This is an optimization exercise on Yosys and OpenROAD, whose aim is small area, a short achievable clock period and few clock cycles per item, not a production implementation.
Where RTL was checked, it was by simulation tests only, not by an equivalence proof against the original.
Power figures rest on the tool's default switching activity, not on a simulated workload.

==> flow/design.v <==
module voice_gen #(
    parameter int unsigned NUM_VOICES = 16,
    parameter logic [22:0] LFSR_SEED  = 23'h7FFFF8
) (
    input  logic        clk_i,
    input  logic        rst_i,
    input  logic        start_i,
    input  logic [3:0]  voice_idx_i,
    input  logic [15:0] freq_i,
    input  logic [11:0] pw_i,
    input  logic [3:0]  wave_i,
    output logic        ready_o,
    output logic [9:0]  wave_o
);
    logic [23:0] acc_m  [NUM_VOICES];
    logic [22:0] lfsr_m [NUM_VOICES];
    logic [NUM_VOICES-1:0] vld_q;
    logic        ready_q;
    logic [3:0]  idx_q;
    logic [11:0] pw_q;
    logic [3:0]  sel_q;
    logic [23:0] acc_q;     
    logic [22:0] lfsr_q;    
    logic        step_q;    
    logic        fwd;
    logic [23:0] acc_rd, acc_sum;
    logic [22:0] lfsr_rd, lfsr_old, lfsr_next;
    assign fwd      = ready_q && (voice_idx_i == idx_q);
    logic [NUM_VOICES-1:0] rd_sel;
    always_comb begin
        acc_rd  = '0;
        lfsr_rd = '0;
        for (int unsigned v = 0; v < NUM_VOICES; v++) begin
            rd_sel[v] = (voice_idx_i == 4'(v)) && vld_q[v];
            acc_rd    = acc_rd  | ({24{rd_sel[v]}} & acc_m[v]);
            lfsr_rd   = lfsr_rd | ({23{rd_sel[v]}} & lfsr_m[v]);
        end
        if (rd_sel == '0) lfsr_rd = LFSR_SEED;
    end
    assign lfsr_old = fwd ? lfsr_next : lfsr_rd;
    assign acc_sum  = acc_rd + {8'd0, freq_i};
    logic [9:0]  saw, tri_w, pulse, noise, shaped;
    assign lfsr_next = step_q ? {lfsr_q[21:0], lfsr_q[22] ^ lfsr_q[17]} : lfsr_q;
    assign saw   = acc_q[23:14];
    assign tri_w = acc_q[23] ? ~acc_q[22:13] : acc_q[22:13];
    assign pulse = (acc_q[23:12] >= pw_q) ? '1 : '0;
    assign noise = {lfsr_next[22], lfsr_next[20], lfsr_next[16], lfsr_next[13],
                    lfsr_next[11], lfsr_next[7],  lfsr_next[4],  lfsr_next[2], 2'b00};
    always_comb begin
        shaped = '1;
        if (sel_q[0]) shaped = shaped & tri_w;
        if (sel_q[1]) shaped = shaped & saw;
        if (sel_q[2]) shaped = shaped & pulse;
        if (sel_q[3]) shaped = shaped & noise;
        if (sel_q == 4'd0) shaped = '0;
    end
    always_ff @(posedge clk_i) begin
        idx_q  <= voice_idx_i;
        pw_q   <= pw_i;
        sel_q  <= wave_i;
        acc_q  <= acc_sum;
        lfsr_q <= lfsr_old;
        step_q <= !acc_rd[19] && acc_sum[19];
        for (int unsigned v = 0; v < NUM_VOICES; v++) begin
            if (start_i && voice_idx_i == 4'(v))
                acc_m[v]  <= acc_sum;
            if (ready_q && idx_q == 4'(v))
                lfsr_m[v] <= lfsr_next;
        end
    end
    always_ff @(posedge clk_i or posedge rst_i) begin
        if (rst_i) begin
            ready_q <= 1'b0;
            vld_q   <= '0;
        end else begin
            ready_q <= start_i;
            if (start_i) vld_q[voice_idx_i] <= 1'b1;
        end
    end
    assign ready_o = ready_q;
    assign wave_o  = shaped;
endmodule
clock: 6.5 ns
lec_check: 0
cap_margin: 20
core_margin: 2
core_utilization: 40
cts_cluster_diameter: 80
cts_cluster_size: 24
setup_slack_margin: 2.0
slew_margin: 20
run.sh (not shown) runs the stock make flow with config.mk's settings and CLKGATE_MAP_FILE= SYNTH_SCRIPT=/design/flow/synth_recipe.tcl, a recipe that flattens the netlist after the stock synthesis.
Rerun with:
==> flow/design.v (replaced) <==
module voice_gen #(
    parameter int unsigned NUM_VOICES = 16,
    parameter logic [22:0] LFSR_SEED  = 23'h7FFFF8
) (
    input  logic        clk_i,
    input  logic        rst_i,
    input  logic        start_i,
    input  logic [3:0]  voice_idx_i,
    input  logic [15:0] freq_i,
    input  logic [11:0] pw_i,
    input  logic [3:0]  wave_i,
    output logic        ready_o,
    output logic [9:0]  wave_o
);
    logic [23:0] acc_m  [NUM_VOICES];
    logic [22:0] lfsr_m [NUM_VOICES];
    logic [NUM_VOICES-1:0] vld_q;
    logic        vld_rd;
    logic [23:0] acc_rd, acc_sum;
    logic [22:0] lfsr_rd, lfsr_next;
    assign vld_rd    = vld_q[voice_idx_i];
    assign acc_rd    = vld_rd ? acc_m[voice_idx_i]  : '0;
    assign lfsr_rd   = vld_rd ? lfsr_m[voice_idx_i] : LFSR_SEED;
    assign acc_sum   = acc_rd + {8'd0, freq_i};
    assign lfsr_next = (!acc_rd[19] && acc_sum[19])
                     ? {lfsr_rd[21:0], lfsr_rd[22] ^ lfsr_rd[17]}
                     : lfsr_rd;
    logic        ready_q;
    logic [11:0] pw_q;
    logic [3:0]  sel_q;
    logic [11:0] acc_q;     
    logic [7:0]  noise_q;   
    logic [9:0]  saw, tri_w, pulse, noise, shaped;
    assign saw   = acc_q[11:2];
    assign tri_w = acc_q[11] ? ~acc_q[10:1] : acc_q[10:1];
    assign pulse = (acc_q >= pw_q) ? '1 : '0;
    assign noise = {noise_q, 2'b00};
    always_comb begin
        shaped = '1;
        if (sel_q[0]) shaped = shaped & tri_w;
        if (sel_q[1]) shaped = shaped & saw;
        if (sel_q[2]) shaped = shaped & pulse;
        if (sel_q[3]) shaped = shaped & noise;
        if (sel_q == 4'd0) shaped = '0;
    end
    always_ff @(posedge clk_i) begin
        pw_q    <= pw_i;
        sel_q   <= wave_i;
        acc_q   <= acc_sum[23:12];
        noise_q <= {lfsr_next[22], lfsr_next[20], lfsr_next[16], lfsr_next[13],
                    lfsr_next[11], lfsr_next[7],  lfsr_next[4],  lfsr_next[2]};
        for (int unsigned v = 0; v < NUM_VOICES; v++) begin
            if (start_i && voice_idx_i == 4'(v)) begin
                acc_m[v]  <= acc_sum;
                lfsr_m[v] <= lfsr_next;
            end
        end
    end
    always_ff @(posedge clk_i or posedge rst_i) begin
        if (rst_i) begin
            ready_q <= 1'b0;
            vld_q   <= '0;
        end else begin
            ready_q <= start_i;
            if (start_i) vld_q[voice_idx_i] <= 1'b1;
        end
    end
    assign ready_o = ready_q;
    assign wave_o  = shaped;
endmodule
Outcome: The new run went through all stages and came out clean; core utilization goes up by 1.2 points; die area hardly moves; worst setup slack is worse by 0.24 ns; cell count goes up by 3.4%; worst hold slack is worse by 0.0058 ns; total power goes down by 1.3%; cell area goes up by 2.6%; global-route usage goes up by 0.74 points; routed wire length goes up by 3.0%; flip-flop and latch count goes down by 20; sequential power goes down by 4.4%; combinational power goes up by about 8%.
No functional check of the RTL was part of any run of this note.

========
Setup of R:
voice_gen, a different RTL version from the one above (not shown whole).
For scale: roughly 1,800 cells after synthesis, roughly 50 I/O pins, roughly 32,000 um2 of cells after synthesis.
==> module voice_gen, before the edit <==
module voice_gen #(
    parameter int unsigned NUM_VOICES = 16,
    parameter logic [22:0] LFSR_SEED  = 23'h7FFFF8
) (
    input  logic        clk_i,
    input  logic        rst_i,
    input  logic        start_i,
    input  logic [3:0]  voice_idx_i,
    input  logic [15:0] freq_i,
    input  logic [11:0] pw_i,
    input  logic [3:0]  wave_i,
    output logic        ready_o,
    output logic [9:0]  wave_o
);
    logic [23:0] acc_m  [NUM_VOICES];
    logic [22:0] lfsr_m [NUM_VOICES];
    logic [NUM_VOICES-1:0] vld_q;
    logic        ready_q;
    logic [3:0]  idx_q;
    logic [11:0] pw_q;
    logic [3:0]  sel_q;
    logic [23:0] acc_q;     
    logic [22:0] lfsr_q;    
    logic        step_q;    
    logic [22:0] lfsr_next;
    logic [9:0]  saw, tri_w, pulse, noise, shaped;
    assign lfsr_next = step_q ? {lfsr_q[21:0], lfsr_q[22] ^ lfsr_q[17]} : lfsr_q;
    assign saw   = acc_q[23:14];
    assign tri_w = acc_q[23] ? ~acc_q[22:13] : acc_q[22:13];
    assign pulse = (acc_q[23:12] >= pw_q) ? '1 : '0;
    assign noise = {lfsr_next[22], lfsr_next[20], lfsr_next[16], lfsr_next[13],
                    lfsr_next[11], lfsr_next[7],  lfsr_next[4],  lfsr_next[2], 2'b00};
    always_comb begin
        shaped = '1;
        if (sel_q[0]) shaped = shaped & tri_w;
        if (sel_q[1]) shaped = shaped & saw;
        if (sel_q[2]) shaped = shaped & pulse;
        if (sel_q[3]) shaped = shaped & noise;
        if (sel_q == 4'd0) shaped = '0;
    end
    logic [NUM_VOICES-1:0] wb_q;      
    logic [NUM_VOICES-1:0] rd_sel;    
    logic        fwd;                 
    logic [23:0] acc_rd, acc_sum;
    logic [22:0] lfsr_rd;
    always_comb begin
        fwd     = ready_q && (voice_idx_i == idx_q);
        acc_rd  = fwd ? acc_q     : '0;
        lfsr_rd = fwd ? lfsr_next : '0;
        for (int unsigned v = 0; v < NUM_VOICES; v++) begin
            rd_sel[v] = (voice_idx_i == 4'(v)) && vld_q[v] && !wb_q[v];
            acc_rd    = acc_rd  | ({24{rd_sel[v]}} & acc_m[v]);
            lfsr_rd   = lfsr_rd | ({23{rd_sel[v]}} & lfsr_m[v]);
        end
        if (rd_sel == '0 && !fwd) lfsr_rd = LFSR_SEED;
    end
    assign acc_sum = acc_rd + {8'd0, freq_i};
    always_ff @(posedge clk_i) begin
        idx_q  <= voice_idx_i;
        pw_q   <= pw_i;
        sel_q  <= wave_i;
        acc_q  <= acc_sum;
        lfsr_q <= lfsr_rd;
        step_q <= !acc_rd[19] && acc_sum[19];
        for (int unsigned v = 0; v < NUM_VOICES; v++) begin
            if (wb_q[v]) begin
                acc_m[v]  <= acc_q;
                lfsr_m[v] <= lfsr_next;
            end
        end
    end
    always_ff @(posedge clk_i or posedge rst_i) begin
        if (rst_i) begin
            ready_q <= 1'b0;
            wb_q    <= '0;
            vld_q   <= '0;
        end else begin
            ready_q <= start_i;
            for (int unsigned v = 0; v < NUM_VOICES; v++)
                wb_q[v] <= start_i && (voice_idx_i == 4'(v));
            vld_q   <= vld_q | wb_q;
        end
    end
    assign ready_o = ready_q;
    assign wave_o  = shaped;
endmodule
export LEC_CHECK = 0
export CAP_MARGIN = 20
export CORE_MARGIN = 2
export CORE_UTILIZATION = 40
export CTS_CLUSTER_DIAMETER = 80
export CTS_CLUSTER_SIZE = 24
export SETUP_SLACK_MARGIN = 2.0
export SLEW_MARGIN = 20
create_clock -name core_clock -period 6.5 [get_ports {clk_i}]
> inputs changed (R -> T)
-- flow/design.v --
<<< R, line 39
        if (sel_q == 4'd0) shaped = '0;
    end
    logic [NUM_VOICES-1:0] wb_q;      
    logic [NUM_VOICES-1:0] rd_sel;    
    logic        fwd;                 
>>> T, line 39
        if (sel_q == 4'd0) shaped = '0;
    end
    logic [NUM_VOICES-1:0] wb;        
    logic [NUM_VOICES-1:0] rd_sel;    
    logic        fwd;                 
<<< R, line 49
        lfsr_rd = fwd ? lfsr_next : '0;
        for (int unsigned v = 0; v < NUM_VOICES; v++) begin
            rd_sel[v] = (voice_idx_i == 4'(v)) && vld_q[v] && !wb_q[v];
            acc_rd    = acc_rd  | ({24{rd_sel[v]}} & acc_m[v]);
            lfsr_rd   = lfsr_rd | ({23{rd_sel[v]}} & lfsr_m[v]);
>>> T, line 49
        lfsr_rd = fwd ? lfsr_next : '0;
        for (int unsigned v = 0; v < NUM_VOICES; v++) begin
            wb[v]     = ready_q && (idx_q == 4'(v));
            rd_sel[v] = (voice_idx_i == 4'(v)) && vld_q[v] && !wb[v];
            acc_rd    = acc_rd  | ({24{rd_sel[v]}} & acc_m[v]);
            lfsr_rd   = lfsr_rd | ({23{rd_sel[v]}} & lfsr_m[v]);
<<< R, line 64
        step_q <= !acc_rd[19] && acc_sum[19];
        for (int unsigned v = 0; v < NUM_VOICES; v++) begin
            if (wb_q[v]) begin
                acc_m[v]  <= acc_q;
                lfsr_m[v] <= lfsr_next;
>>> T, line 65
        step_q <= !acc_rd[19] && acc_sum[19];
        for (int unsigned v = 0; v < NUM_VOICES; v++) begin
            if (wb[v]) begin
                acc_m[v]  <= acc_q;
                lfsr_m[v] <= lfsr_next;
<<< R, line 73
        if (rst_i) begin
            ready_q <= 1'b0;
            wb_q    <= '0;
            vld_q   <= '0;
        end else begin
            ready_q <= start_i;
            for (int unsigned v = 0; v < NUM_VOICES; v++)
                wb_q[v] <= start_i && (voice_idx_i == 4'(v));
            vld_q   <= vld_q | wb_q;
        end
    end
>>> T, line 74
        if (rst_i) begin
            ready_q <= 1'b0;
            vld_q   <= '0;
        end else begin
            ready_q <= start_i;
            vld_q   <= vld_q | wb;
        end
    end
Notes after the runs:
Having completed the whole flow, T delivered a layout that passed the timing, DRC and antenna checks.
T vs R: number of vias after detailed routing up
Relative to R, worst setup slack after placement has gone up in T.
Between R and T, number of diodes increased.
Of R and T, T shows the higher final-stage net count, with R below it.
Summary of the comparison: final setup slack of the worst path is lower in T, relative to R.
T ended with more setup skew after layout than R.
Global-route usage ended up 0.52 points higher on T than on R.
Compared to R, T has initial antenna violation count 3 higher.
R → T: layout-stage area growth over the synthesis result climbed 0.62 points; non-clock buffer count dropped 3.2%; worst hold slack climbed 0.016 ns; first-pass GRT wire length dropped 540 um; post-synthesis area per instance dropped 1.1 um2.
What R reported for multi-input logic cell count has to be multiplied by 1.13 to get the figure for T.
Testbench counts of T, summed over its fixed seeds: cycles 32,000, items 32,000.
The RTL of R was laid out without a check of its function.

========
v26:
voice_gen, a different RTL version from the one above (not shown whole).
Size: ~1900 cells after synthesis, about 830 flip-flops.
==> module voice_gen, before the edit <==
module voice_gen #(
    parameter int unsigned NUM_VOICES = 16,
    parameter logic [22:0] LFSR_SEED  = 23'h7FFFF8
) (
    input  logic        clk_i,
    input  logic        rst_i,
    input  logic        start_i,
    input  logic [3:0]  voice_idx_i,
    input  logic [15:0] freq_i,
    input  logic [11:0] pw_i,
    input  logic [3:0]  wave_i,
    output logic        ready_o,
    output logic [9:0]  wave_o
);
    logic [15:0] acc_lo_m [NUM_VOICES];
    logic [7:0]  acc_hi_m [NUM_VOICES];
    logic [22:0] lfsr_m   [NUM_VOICES];
    logic [NUM_VOICES-1:0] vld_q;
    logic        ready_q;
    logic [3:0]  idx_q;
    logic [11:0] pw_q;
    logic [3:0]  sel_q;
    logic [3:0]  lo_q;      
    logic [7:0]  hi_q;      
    logic        c_q;       
    logic [22:0] lfsr_q;    
    logic        step_q;    
    logic [7:0]  hi_next;
    logic [11:0] a;
    logic [22:0] lfsr_next;
    logic [9:0]  saw, tri_w, pulse, noise, shaped;
    assign hi_next   = hi_q + 8'(c_q);
    assign a         = {hi_next, lo_q};    
    assign lfsr_next = step_q ? {lfsr_q[21:0], lfsr_q[22] ^ lfsr_q[17]} : lfsr_q;
    assign saw   = a[11:2];
    assign tri_w = a[11] ? ~a[10:1] : a[10:1];
    assign pulse = (a >= pw_q) ? '1 : '0;
    assign noise = {lfsr_next[22], lfsr_next[20], lfsr_next[16], lfsr_next[13],
                    lfsr_next[11], lfsr_next[7],  lfsr_next[4],  lfsr_next[2], 2'b00};
    always_comb begin
        shaped = '1;
        if (sel_q[0]) shaped = shaped & tri_w;
        if (sel_q[1]) shaped = shaped & saw;
        if (sel_q[2]) shaped = shaped & pulse;
        if (sel_q[3]) shaped = shaped & noise;
        if (sel_q == 4'd0) shaped = '0;
    end
    logic        fwd;
    logic        vld_rd;
    logic [15:0] lo_rd;
    logic [16:0] lo_sum;
    logic [7:0]  hi_rd, hi_old;
    logic [22:0] lfsr_rd, lfsr_old;
    assign fwd      = ready_q && (voice_idx_i == idx_q);
    assign vld_rd   = vld_q[voice_idx_i];
    assign lo_rd    = vld_rd ? acc_lo_m[voice_idx_i] : '0;
    assign hi_rd    = vld_rd ? acc_hi_m[voice_idx_i] : '0;
    assign lfsr_rd  = vld_rd ? lfsr_m[voice_idx_i]   : LFSR_SEED;
    assign hi_old   = fwd ? hi_next   : hi_rd;
    assign lfsr_old = fwd ? lfsr_next : lfsr_rd;
    assign lo_sum   = {1'b0, lo_rd} + {1'b0, freq_i};
    always_ff @(posedge clk_i) begin
        idx_q  <= voice_idx_i;
        pw_q   <= pw_i;
        sel_q  <= wave_i;
        lo_q   <= lo_sum[15:12];
        hi_q   <= hi_old;
        c_q    <= lo_sum[16];
        lfsr_q <= lfsr_old;
        step_q <= lo_sum[16] && hi_old[2:0] == 3'b111 && !hi_old[3];
        for (int unsigned v = 0; v < NUM_VOICES; v++) begin
            if (start_i && voice_idx_i == 4'(v))
                acc_lo_m[v] <= lo_sum[15:0];
            if (ready_q && idx_q == 4'(v)) begin
                acc_hi_m[v] <= hi_next;
                lfsr_m[v]   <= lfsr_next;
            end
        end
    end
    always_ff @(posedge clk_i or posedge rst_i) begin
        if (rst_i) begin
            ready_q <= 1'b0;
            vld_q   <= '0;
        end else begin
            ready_q <= start_i;
            if (start_i) vld_q[voice_idx_i] <= 1'b1;
        end
    end
    assign ready_o = ready_q;
    assign wave_o  = shaped;
endmodule
make LEC_CHECK=0 CAP_MARGIN=20 CORE_MARGIN=2 CORE_UTILIZATION=40 CTS_CLUSTER_DIAMETER=80 CTS_CLUSTER_SIZE=24 SETUP_SLACK_MARGIN=2.0 SLEW_MARGIN=20 finish   # period 6.5 ns
v26 | stages: all done | timing, DRC, antenna: all pass
Input changes introduced in v19 (baseline for comparison: v26):
==> flow/design.v <==
module voice_gen #(
    parameter int unsigned NUM_VOICES = 16,
    parameter logic [22:0] LFSR_SEED  = 23'h7FFFF8
) (
    input  logic        clk_i,
    input  logic        rst_i,
    input  logic        start_i,
    input  logic [3:0]  voice_idx_i,
    input  logic [15:0] freq_i,
    input  logic [11:0] pw_i,
    input  logic [3:0]  wave_i,
    output logic        ready_o,
    output logic [9:0]  wave_o
);
    logic [23:0] acc_m  [NUM_VOICES];
    logic [22:0] lfsr_m [NUM_VOICES];
    logic [NUM_VOICES-1:0] vld_q;
    logic        ready_q;
    logic [3:0]  idx_q;
    logic [11:0] pw_q;
    logic [3:0]  sel_q;
    logic [23:0] acc_q;     
    logic [22:0] lfsr_q;    
    logic        step_q;    
    logic        fwd;
    logic        vld_rd;
    logic [23:0] acc_rd, acc_sum;
    logic [22:0] lfsr_rd, lfsr_old, lfsr_next;
    assign fwd      = ready_q && (voice_idx_i == idx_q);
    assign vld_rd   = vld_q[voice_idx_i];
    assign acc_rd   = vld_rd ? acc_m[voice_idx_i]  : '0;
    assign lfsr_rd  = vld_rd ? lfsr_m[voice_idx_i] : LFSR_SEED;
    assign lfsr_old = fwd ? lfsr_next : lfsr_rd;
    assign acc_sum  = acc_rd + {8'd0, freq_i};
    logic [9:0]  saw, tri_w, pulse, noise, shaped;
    assign lfsr_next = step_q ? {lfsr_q[21:0], lfsr_q[22] ^ lfsr_q[17]} : lfsr_q;
    assign saw   = acc_q[23:14];
    assign tri_w = acc_q[23] ? ~acc_q[22:13] : acc_q[22:13];
    assign pulse = (acc_q[23:12] >= pw_q) ? '1 : '0;
    assign noise = {lfsr_next[22], lfsr_next[20], lfsr_next[16], lfsr_next[13],
                    lfsr_next[11], lfsr_next[7],  lfsr_next[4],  lfsr_next[2], 2'b00};
    always_comb begin
        shaped = '1;
        if (sel_q[0]) shaped = shaped & tri_w;
        if (sel_q[1]) shaped = shaped & saw;
        if (sel_q[2]) shaped = shaped & pulse;
        if (sel_q[3]) shaped = shaped & noise;
        if (sel_q == 4'd0) shaped = '0;
    end
    always_ff @(posedge clk_i) begin
        idx_q  <= voice_idx_i;
        pw_q   <= pw_i;
        sel_q  <= wave_i;
        acc_q  <= acc_sum;
        lfsr_q <= lfsr_old;
        step_q <= !acc_rd[19] && acc_sum[19];
        for (int unsigned v = 0; v < NUM_VOICES; v++) begin
            if (start_i && voice_idx_i == 4'(v))
                acc_m[v]  <= acc_sum;
            if (ready_q && idx_q == 4'(v))
                lfsr_m[v] <= lfsr_next;
        end
    end
    always_ff @(posedge clk_i or posedge rst_i) begin
        if (rst_i) begin
            ready_q <= 1'b0;
            vld_q   <= '0;
        end else begin
            ready_q <= start_i;
            if (start_i) vld_q[voice_idx_i] <= 1'b1;
        end
    end
    assign ready_o = ready_q;
    assign wave_o  = shaped;
endmodule
- Looking at v26 and v19, the buffer share of cell area is a wash.
- Compared with v26, v19 shows leakage power lower by 1.8%.
- [diff] via count, v19 relative to v26: improvement
- Side by side, total power turned out lower in v19 than in v26.
- Compared with v26, placement density in the core of v19 is lower.
- Number of cells in the design after placement | v19 below v26
- v19 ended up with a lower critical path depth than v26 did.
- v19 reports a lower detail-routed via count per cell than v26 does.
- Synthesized-area fraction occupied by and/or/nand/nor cells in v19 is 0.16 points higher than in v26
- [compare] base=v26 new=v19: footprint of the multi-input gates decreased by 320 sq um relative to the old numbers; power spent charging and discharging nets down 5.5%; total met3 wirelength after detailed routing moved up.
- Going from v26 to v19, proportion of synthesized area in mux cells -0.65 points, final critical delay including setup and external delays -0.020 ns.
Testbench counts of v19, summed over its fixed seeds: cycles 32,000, items 32,000.
Only the layout flow was run in v26; the RTL was not checked for function there.

-- afterwards: timing with drivers on the ports --
The flow's constraints put no driver on any port. The routed layouts listed below were extracted and timed again, unchanged, in two steps. Step 1 (the two cells are an assumption about what drives the block):
set clk [get_ports {clk_i}]
set_driving_cell -lib_cell sky130_fd_sc_hd__clkbuf_16 $clk
set_driving_cell -lib_cell sky130_fd_sc_hd__buf_2 [delete_from_list [all_inputs] $clk]
Step 2 adds t to the input delays and takes it off the output delays; t is the mean of the earliest and latest rising clock arrival at the registers after step 1. Input paths then give back, and output paths get back, about the clock's delay inside the block. Slacks: ideal ports / drivers / drivers and shift; pairs: ideal ports / drivers.
run	shift t [ns]	setup WS [ns]	pins driven straight from the clock port
the first run of note 1	0.659	1.721 / 1.742 / 1.083	1
the second run of note 1	0.659	1.486 / 1.508 / 0.849	1
R	0.669	2.057 / 1.996 / 1.525	1
T	0.670	2.001 / 1.940 / 1.468	1
v26	0.669	2.000 / 1.977 / 1.307	1
v19	0.661	2.020 / 1.997 / 1.336	1
After both steps setup and hold are still met in every run listed. For v26, which loses most, drivers alone change the setup slack by -0.023 ns; drivers and shift together by -0.693 ns.
